This design comes from an exercise in tuning for small area and a short achievable clock period on the open sky130 flow, not from production work. Function was checked by simulation only, so behaviour that the tests miss may differ from the original. Power figures rest on the tool's default switching activity, not on a simulated workload.

===== config.mk =====
export PLATFORM = sky130hd
export DESIGN_NAME = hubris_lite
export DESIGN_NICKNAME = hubris_lite
export VERILOG_FILES = /design/flow/design.v
export SDC_FILE = /design/flow/constraint.sdc
export NUM_CORES = 4
export LEC_CHECK = 0
export CAP_MARGIN = 20
export CORE_MARGIN = 2
export CORE_UTILIZATION = 40
export SLEW_MARGIN = 20

===== constraint.sdc =====
create_clock -name core_clock -period 6.5 [get_ports {clk}]
set_input_delay 1.3000 -clock core_clock [delete_from_list [all_inputs] [get_ports {clk}]]
set_output_delay 1.3000 -clock core_clock [all_outputs]
set_load 0.01 [all_outputs]

===== design.v =====
`timescale 1ns/1ps
package core_pkg;
    typedef enum logic [6:0] {
        OP_IMM = 7'b0010011,
        OP     = 7'b0110011,
        LUI    = 7'b0110111,
        LOAD   = 7'b0000011,
        STORE  = 7'b0100011
    } opcode_t;
    typedef enum logic [3:0] {
        ALU_ADD    = 4'd0,
        ALU_SUB    = 4'd1,
        ALU_SLT    = 4'd2,
        ALU_XOR    = 4'd3,
        ALU_OR     = 4'd4,
        ALU_AND    = 4'd5,
        ALU_SLL    = 4'd6,
        ALU_SRL    = 4'd7,
        ALU_PASS_B = 4'd8
    } alu_op_t;
    typedef enum logic {
        WB_ALU     = 1'b0,
        WB_IO_READ = 1'b1
    } wb_src_t;
    typedef struct packed {
        logic        valid;
        logic [4:0]  rd;
        logic        reg_write;
        alu_op_t     alu_op;
        logic        alu_use_imm;
        wb_src_t     wb_src;
        logic        is_store;
        logic [31:0] imm;
        logic [31:0] rs1_data;
        logic [31:0] rs2_data;
    } decoded_inst_t;
endpackage
`timescale 1ns/1ps
package io_pkg;
    typedef enum logic [1:0] {
        IO_NONE       = 2'd0,
        IO_READ_AVAIL = 2'd1,
        IO_WRITE_BYTE = 2'd2
    } io_access_t;
    typedef struct packed {
        logic       valid;
        logic [7:0] data;
    } byte_push_t;
endpackage
`timescale 1ns/1ps
module register_file (
    input  logic                    clk,
    input  logic                    reset,
    input  logic [4:0]              rs1_addr,
    input  logic [4:0]              rs2_addr,
    output logic [32-1:0] rs1_data,
    output logic [32-1:0] rs2_data,
    input  logic                    wr_en,
    input  logic [4:0]              wr_addr,
    input  logic [32-1:0] wr_data
);
    logic [32-1:0] regs [32];
    always_ff @(posedge clk) begin
        if (reset) begin
            for (int i = 0; i < 32; i++) begin
                regs[i] <= '0;
            end
        end else if (wr_en && wr_addr != 5'd0) begin
            regs[wr_addr] <= wr_data;
        end
    end
    assign rs1_data = regs[rs1_addr];
    assign rs2_data = regs[rs2_addr];
endmodule
`timescale 1ns/1ps
module decode_stage
(
    input  logic                    clk,
    input  logic                    reset,
    input  logic                    inst_valid,
    input  logic [32-1:0] inst,
    output logic [4:0]              rs1_addr,
    output logic [4:0]              rs2_addr,
    input  logic [32-1:0] rs1_data,
    input  logic [32-1:0] rs2_data,
    input  logic                    bypass_en,
    input  logic [4:0]              bypass_addr,
    input  logic [32-1:0] bypass_data,
    output core_pkg::decoded_inst_t           decoded
);
    core_pkg::decoded_inst_t dec_word;
    logic [31:0]   word;
    logic [2:0]    funct3;
    logic [6:0]    funct7;
    assign word = inst;
    assign funct3 = word[14:12];
    assign funct7 = word[31:25];
    always_comb begin
        dec_word = '0;
        dec_word.rd = word[11:7];
        dec_word.valid = 1'b1;
        dec_word.wb_src = core_pkg::WB_ALU;
        dec_word.alu_op = core_pkg::ALU_ADD;
        case (word[6:0])
            core_pkg::OP_IMM: begin
                dec_word.imm = {{20{word[31]}}, word[31:20]};
                dec_word.alu_use_imm = 1'b1;
                dec_word.reg_write = 1'b1;
                case (funct3)
                    3'b000: dec_word.alu_op = core_pkg::ALU_ADD;
                    3'b010: dec_word.alu_op = core_pkg::ALU_SLT;
                    3'b100: dec_word.alu_op = core_pkg::ALU_XOR;
                    3'b110: dec_word.alu_op = core_pkg::ALU_OR;
                    3'b111: dec_word.alu_op = core_pkg::ALU_AND;
                    3'b001: dec_word.alu_op = core_pkg::ALU_SLL;
                    3'b101: dec_word.alu_op = core_pkg::ALU_SRL;
                    default: dec_word.valid = 1'b0;
                endcase
                if ((funct3 == 3'b001 || funct3 == 3'b101) && funct7 != 7'b0) begin
                    dec_word.valid = 1'b0;
                end
            end
            core_pkg::OP: begin
                dec_word.reg_write = 1'b1;
                case ({funct7, funct3})
                    {7'b0000000, 3'b000}: dec_word.alu_op = core_pkg::ALU_ADD;
                    {7'b0100000, 3'b000}: dec_word.alu_op = core_pkg::ALU_SUB;
                    {7'b0000000, 3'b001}: dec_word.alu_op = core_pkg::ALU_SLL;
                    {7'b0000000, 3'b010}: dec_word.alu_op = core_pkg::ALU_SLT;
                    {7'b0000000, 3'b100}: dec_word.alu_op = core_pkg::ALU_XOR;
                    {7'b0000000, 3'b101}: dec_word.alu_op = core_pkg::ALU_SRL;
                    {7'b0000000, 3'b110}: dec_word.alu_op = core_pkg::ALU_OR;
                    {7'b0000000, 3'b111}: dec_word.alu_op = core_pkg::ALU_AND;
                    default: dec_word.valid = 1'b0;
                endcase
            end
            core_pkg::LUI: begin
                dec_word.imm = {word[31:12], 12'b0};
                dec_word.alu_use_imm = 1'b1;
                dec_word.alu_op = core_pkg::ALU_PASS_B;
                dec_word.reg_write = 1'b1;
            end
            core_pkg::LOAD: begin
                dec_word.imm = {{20{word[31]}}, word[31:20]};
                dec_word.alu_use_imm = 1'b1;
                dec_word.reg_write = 1'b1;
                dec_word.wb_src = core_pkg::WB_IO_READ;
                dec_word.valid = (funct3 == 3'b010);
            end
            core_pkg::STORE: begin
                dec_word.imm = {{20{word[31]}}, word[31:25], word[11:7]};
                dec_word.alu_use_imm = 1'b1;
                dec_word.is_store = 1'b1;
                dec_word.valid = (funct3 == 3'b000 || funct3 == 3'b010);
            end
            default: dec_word.valid = 1'b0;
        endcase
        if (!dec_word.valid) begin
            dec_word.reg_write = 1'b0;
            dec_word.is_store = 1'b0;
        end
    end
    core_pkg::decoded_inst_t next_entry;
    core_pkg::decoded_inst_t idle_entry;
    assign rs1_addr = inst[19:15];
    assign rs2_addr = inst[24:20];
    always_comb begin
        next_entry = dec_word;
        if (bypass_en && bypass_addr == rs1_addr && rs1_addr != 5'd0) begin
            next_entry.rs1_data = bypass_data;
        end else begin
            next_entry.rs1_data = rs1_data;
        end
        if (bypass_en && bypass_addr == rs2_addr && rs2_addr != 5'd0) begin
            next_entry.rs2_data = bypass_data;
        end else begin
            next_entry.rs2_data = rs2_data;
        end
    end
    always_comb begin
        idle_entry = '0;
        idle_entry.alu_op = core_pkg::ALU_ADD;
        idle_entry.wb_src = core_pkg::WB_ALU;
        idle_entry.alu_use_imm = 1'b1;
    end
    always_ff @(posedge clk) begin
        if (reset || !inst_valid) begin
            decoded <= idle_entry;
        end else begin
            decoded <= next_entry;
        end
    end
endmodule
`timescale 1ns/1ps
module execute_stage
(
    input  core_pkg::decoded_inst_t           decoded,
    output logic                    wr_en,
    output logic [4:0]              wr_addr,
    output logic [32-1:0] wr_data,
    output io_pkg::byte_push_t              push,
    input  logic [32-1:0] out_avail
);
    logic [32-1:0] op_a;
    logic [32-1:0] op_b;
    logic [32-1:0] alu_result;
    io_pkg::io_access_t              access;
    assign op_a = decoded.rs1_data;
    assign op_b = decoded.alu_use_imm ? decoded.imm : decoded.rs2_data;
    always_comb begin
        case (decoded.alu_op)
            core_pkg::ALU_ADD:    alu_result = op_a + op_b;
            core_pkg::ALU_SUB:    alu_result = op_a - op_b;
            core_pkg::ALU_SLT:    alu_result = 32'($signed(op_a) < $signed(op_b));
            core_pkg::ALU_XOR:    alu_result = op_a ^ op_b;
            core_pkg::ALU_OR:     alu_result = op_a | op_b;
            core_pkg::ALU_AND:    alu_result = op_a & op_b;
            core_pkg::ALU_SLL:    alu_result = op_a << op_b[4:0];
            core_pkg::ALU_SRL:    alu_result = op_a >> op_b[4:0];
            core_pkg::ALU_PASS_B: alu_result = op_b;
            default:    alu_result = '0;
        endcase
    end
    always_comb begin
        access = io_pkg::IO_NONE;
        if (decoded.valid && decoded.is_store &&
            alu_result == 32'h8000_0004) begin
            access = io_pkg::IO_WRITE_BYTE;
        end else if (decoded.valid && decoded.wb_src == core_pkg::WB_IO_READ &&
                     alu_result == 32'h8000_0000) begin
            access = io_pkg::IO_READ_AVAIL;
        end
    end
    assign push.valid = (access == io_pkg::IO_WRITE_BYTE);
    assign push.data  = decoded.rs2_data[7:0];
    assign wr_en   = decoded.valid && decoded.reg_write;
    assign wr_addr = decoded.rd;
    always_comb begin
        if (decoded.wb_src == core_pkg::WB_ALU) begin
            wr_data = alu_result;
        end else if (access == io_pkg::IO_READ_AVAIL) begin
            wr_data = out_avail;
        end else begin
            wr_data = '0;
        end
    end
endmodule
`timescale 1ns/1ps
module output_byte_buffer
(
    input  logic                    clk,
    input  logic                    reset,
    input  io_pkg::byte_push_t              push,
    input  logic                    pop,
    output logic [7:0]              head_data,
    output logic [32-1:0] free_count
);
    localparam int PTR_W = $clog2(32);
    localparam int CNT_W = PTR_W + 1;
    localparam logic [PTR_W-1:0] LAST_SLOT = PTR_W'(32 - 1);
    localparam logic [CNT_W-1:0] FULL_COUNT = CNT_W'(32);
    logic [7:0]       mem [32];
    logic [PTR_W-1:0] wr_ptr;
    logic [PTR_W-1:0] rd_ptr;
    logic [CNT_W-1:0] count;
    logic             do_push;
    logic             do_pop;
    assign do_push = push.valid && count != FULL_COUNT;
    assign do_pop  = pop && count != '0;
    always_ff @(posedge clk) begin
        if (do_push) begin
            mem[wr_ptr] <= push.data;
        end
    end
    assign head_data = mem[rd_ptr];
    always_ff @(posedge clk) begin
        if (reset) begin
            wr_ptr <= '0;
            rd_ptr <= '0;
            count  <= '0;
        end else begin
            if (do_push) begin
                wr_ptr <= (wr_ptr == LAST_SLOT) ? '0 : wr_ptr + 1'b1;
            end
            if (do_pop) begin
                rd_ptr <= (rd_ptr == LAST_SLOT) ? '0 : rd_ptr + 1'b1;
            end
            case ({do_push, do_pop})
                2'b10:   count <= count + 1'b1;
                2'b01:   count <= count - 1'b1;
                default: count <= count;
            endcase
        end
    end
    assign free_count = 32'(32) - 32'(count);
endmodule
`timescale 1ns/1ps
module hubris_lite
(
    input  logic        clk,
    input  logic        reset,
    input  logic        inst_valid,
    input  logic [31:0] inst,
    input  logic        io_output_en,
    output logic [7:0]  io_output_data,
    output logic [31:0] io_buffer_size_avai
);
    logic [4:0]    rs1_addr;
    logic [4:0]    rs2_addr;
    logic [31:0]   rs1_data;
    logic [31:0]   rs2_data;
    core_pkg::decoded_inst_t decoded;
    logic          wr_en;
    logic [4:0]    wr_addr;
    logic [31:0]   wr_data;
    io_pkg::byte_push_t    push;
    decode_stage decode_i (
        .clk         (clk),
        .reset       (reset),
        .inst_valid  (inst_valid),
        .inst        (inst),
        .rs1_addr    (rs1_addr),
        .rs2_addr    (rs2_addr),
        .rs1_data    (rs1_data),
        .rs2_data    (rs2_data),
        .bypass_en   (wr_en),
        .bypass_addr (wr_addr),
        .bypass_data (wr_data),
        .decoded     (decoded)
    );
    register_file regfile_i (
        .clk      (clk),
        .reset    (reset),
        .rs1_addr (rs1_addr),
        .rs2_addr (rs2_addr),
        .rs1_data (rs1_data),
        .rs2_data (rs2_data),
        .wr_en    (wr_en),
        .wr_addr  (wr_addr),
        .wr_data  (wr_data)
    );
    execute_stage execute_i (
        .decoded   (decoded),
        .wr_en     (wr_en),
        .wr_addr   (wr_addr),
        .wr_data   (wr_data),
        .push      (push),
        .out_avail (io_buffer_size_avai)
    );
    output_byte_buffer out_buf_i (
        .clk        (clk),
        .reset      (reset),
        .push       (push),
        .pop        (io_output_en),
        .head_data  (io_output_data),
        .free_count (io_buffer_size_avai)
    );
endmodule

===== run.sh =====
#!/bin/bash
# synth_recipe.tcl (not shown) runs the flow's synth.tcl, then flattens the netlist and writes it again
# the make line also repeats each setting of config.mk as NAME=value (left out here)
make -C /OpenROAD-flow-scripts/flow DESIGN_CONFIG=/design/flow/config.mk WORK_HOME=/design/flow/orfs CLKGATE_MAP_FILE= SYNTH_SCRIPT=/design/flow/synth_recipe.tcl finish

==> run notes <==
==> cell usage in the layout (no fill, tap or decap), drive strengths merged, types with 13 or more instances in the layout <==
cell              n
a211oi           23
inv             113
nor2            140
clkbuf          200
o21ai           138
a22oi            54
nand3            51
dfxtp           131
o21a             14
nor3             73
ha              112
nor4             28
nand4            33
or3              13
edfxtp         1280
a22o             21
nand2           205
and2             25
o31ai            16
or2              24
clkdlybuf4s50    64
buf             502
a21oi          1122
xnor2            33
clkinv           67
a21o             37
a31oi            76
mux2             92
mux4            726
a221oi           30
conb             32
and3             16
mux2i            98
o22ai            24
nor2b            25
nand2b           22
o221ai           19
o211ai           28
==> worst paths after layout <==
path | slack [ps] | depth (start not counted) | to
min reg2reg | 530 | 0 | out_buf_i.mem[20][7]
min | 530 | 0 | out_buf_i.mem[20][7]
max reg2reg | 280 | 28 | out_buf_i.count[5]
max | 280 | 28 | out_buf_i.count[5]
==> layout make-up <==
cell class / instances / area [µm²]
clock buffer: 199 / 4150
antenna: 3 / 7.51
timing repair buffer: 567 / 4950
multi-input combinational: 3505 / 34100
clock inverter: 81 / 796
fill: 17300 / 106000
sequential: 1411 / 41100
tap: 2542 / 3180
inverter: 111 / 417
==> metrics by stage <==
stage                     setup TNS (ps)  power [W]  setup WS, ps
after floorplan                        0     0.0120          24.4
after detailed placement            -462     0.0132          -265
after global placement              -782     0.0132          -403
after CTS                              0     0.0218          45.6
after global routing                   0     0.0224          33.5
final                                  0     0.0219           278
==> worst register-to-register path: cells and delay by family (launching register included) <==
kind,cells,cell delay [ps]
DFF,1,380
xor gates and xnor gates,1,90
and+or+nand+nor,5,1340
buffers and inverters,7,1010
AOI/OAI and AO/OA,11,2190
adders and majority gates,3,730
muxes,1,410
==> power by group through the flow <==
| stage | clock (W) | sequential [W] | combinational [W] |
|---|---|---|---|
| after floorplan | 0 | 0.0104 | 0.00159 |
| after global placement | 0 | 0.0104 | 0.00275 |
| after detailed placement | 0 | 0.0105 | 0.00275 |
| after CTS | 0.00875 | 0.0103 | 0.00276 |
| after global routing | 0.00910 | 0.0103 | 0.00294 |
| final | 0.00869 | 0.0103 | 0.00287 |
==> kinds of logic (layout without fill, tap and decap cells) <==
| kind of cell | Yosys count | after routing | share of synthesized area, % |
|---|---|---|---|
| muxes | 916 | 916 | 23.5 |
| adders and majority gates | 115 | 115 | 1.87 |
| DFF | 1411 | 1411 | 52.5 |
| xor gates and xnor gates | 45 | 45 | 0.504 |
| and+or+nand+nor | 700 | 700 | 4.47 |
| other | 1 | 35 | 0.00479 |
| AOI/OAI and AO/OA | 1697 | 1697 | 12.4 |
| buffers and inverters | 793 | 958 | 4.77 |
==> registers in the layout, indices dropped and copies added, names as in the netlist, named ones only <==
register and cells:
out_buf_i.count 6, decode_i.decoded 110, regfile_i.regs 1024, out_buf_i.mem 256
out_buf_i.rd_ptr 5, out_buf_i.wr_ptr 5
==> routing by layer <==
metal	GRT usage (%)	part of all wire [%]	up-vias
met1	40.1	37	29400
met3	6.98	11	778
met2	46.3	45	4016
met4	14.8	5.9	8
li1	-	-	22900
met5	0	0.016	-
==> repair_timing <==
action	in CTS	in global routing
setup buffers	0	2
resized for setup	3	59
endpoints found under the setup margin	3	3
endpoints found under the hold margin	0	0
cloned	0	1
pin swaps	0	4
==> summary.txt <==
Worst setup path
  – Worst setup startpoint: decode_i.decoded[98]
  – CP endpoint kind: flip-flop
  – Buffers plus inverters on the worst setup path: 7
  – Req. time, crit path: 7220 ps
  – Critical Path Start Type: flip-flop
  – Slowest CP cell: nor4_4
  – CP max stage delay: 390 ps
  – Reg2Reg Launch Point: decode_i.decoded[98]
  – Crit path top cell by count: ha_1
  – Crit Path Class: reg -> reg
  – Top delay family on crit path: compound AO/OA/AOI/OAI gates
  – Worst-path maximum fanout: 11
  – Arr. time, crit path: 6940 ps

Drt
  – DRT iter0 DRCs: 9101
  – DR pass1 iterations: 9
  – Routed WL: 304000 µm
  – Vias per inst: 6.78
  – Routed Antenna Nets: 0
  – Routed length per instance: 36.2 µm
  – DRC: 0
  – Vias: 57100

Timing
  – Worst-margin pin slew: 1160 ps
  – Final Hold Viols: 0
  – Final Max Slew Viols: 0
  – Clk_skew: 73.9 ps
  – Worst slew margin: 22.4%
  – Final Setup Violations: 0
  – Hold WS: 531 ps
  – Max Clk Rate: 161 MHz
  – RSZ-0062 raised after global routing: no
  – Period utilization: 95.7%
  – Minimum clock period: 6220 ps

GRT
  – GRT Residual Overflow: 0
  – First-pass GRT wire length: 424000 µm
  – Initial antenna violation count: 14
  – Pin count of the biggest net entering global routing: 128
  – Vias in the first global route: 55200
  – Gr usage total: 30.1%

Power and ir drop
  – Comb pwr share: 13.1%
  – Clock share of power: 39.8%
  – Sequential power share: 47.1%
  – Switch share: 26.3%
  – Internal power: 0.0161 W
  – Peak VDD IR: 200 µV
  – Psw: 0.00576 W
  – Power density over the cells: 246 nW/µm²
  – P_leak: 29.9 nW

Synthesis
  – Number of synthesized flops with an enable pin: 1280
  – Yosys top cell area share: 49.1%
  – Most instantiated library cell after synthesis: edfxtp_1
  – Post-synth ARST share: 0%
  – Top cell type by total area after synthesis: edfxtp_1
  – Syn. warnings: 4
  – Netlist Area Pre-Place: 78300 µm²
  – Yosys cell types: 95
  – Dominant synthesized flop cell: edfxtp_1
  – Synth area leaders: edfxtp_1 49%, mux4_2 21%, a21oi_1 7.2%, dfxtp_1 3.4%, clkbuf_1 2.1%
  – Sequential area share after synthesis: 52.5%
  – Post-synthesis register bit count: 1411
  – Avg Inst Size Synth: 13.8 µm²
  – Mapped Cells: 5678
  – Post-synth top cells: 1280 x edfxtp_1, 1121 x a21oi_1, 726 x mux4_2

Placed design
  – Dpl cells: 8133
  – Port bufs: 75
  – Dpl cell area: 83400 µm²
  – GPL Wtd Cong: 1.02
  – DP HPWL: 192000 µm

Clock tree
  – Clock Tree Buf Depth: 3
  – Hold Buf Count CTS: 0
  – TritonCTS clock tree: yes
  – Cts bufs inserted: 154
  – Clock net sink count: 1411
  – CTS H-Tree Depth: 4
  – Skew-Pair Late Insertion Delay: 820 ps
  – Reg clk slew, reported paths: 70 ps
  – Clock Tree Root: clkbuf_16

Layout
  – Fraction of layout cells with a size suffix above 1: 29.0%
  – Nets: 5901
  – Final core occ: 45.6%
  – Fin area: 88700 µm²
  – Finished Layout Cells: 8419
  – Synth-to-Final Area Change: 13.3%

Die
  – CORE AREA: 195000 µm²
  – Chip height: 446 µm
  – Initial core utilization: 40.2%
  – Die area: 199000 µm²
  – Row count: 162
  – Die X: 446 µm
  – IO Pins: 76

Hold path
  – Worst Min Path Start: decode_i.decoded[7]
  – Hold/Removal Path Class: reg -> reg

Run status
  – Status: complete, no violations

Job
  – # Max-Cap Violations: 0

==> separate check: timing with driven ports <==
No port has a modelled driver above. Below, the same layout with a new extraction and two added sets of constraints. Step 1 sets driving cells, clkbuf_16 on the clock port and buf_2 on the other inputs (assumed; they add their load-dependent delay and slew). Step 2 also shifts input and output timing later by t, the mid clock arrival at the registers, as if the neighbouring blocks saw the same clock. Slacks: no drivers / after step 1 / after step 2; pairs: no drivers / after step 1.
t (ns): 0.880
setup WS [ns]: 0.278 / 0.278 / 0.278
worst hold slack (ns): 0.531 / 0.531 / 0.531
worst data-port slew with drivers (ns): 0.12
After both steps this run still meets setup and hold. The setup slack of this run moves by 0.000 ns with the drivers and by 0.000 ns with both steps.
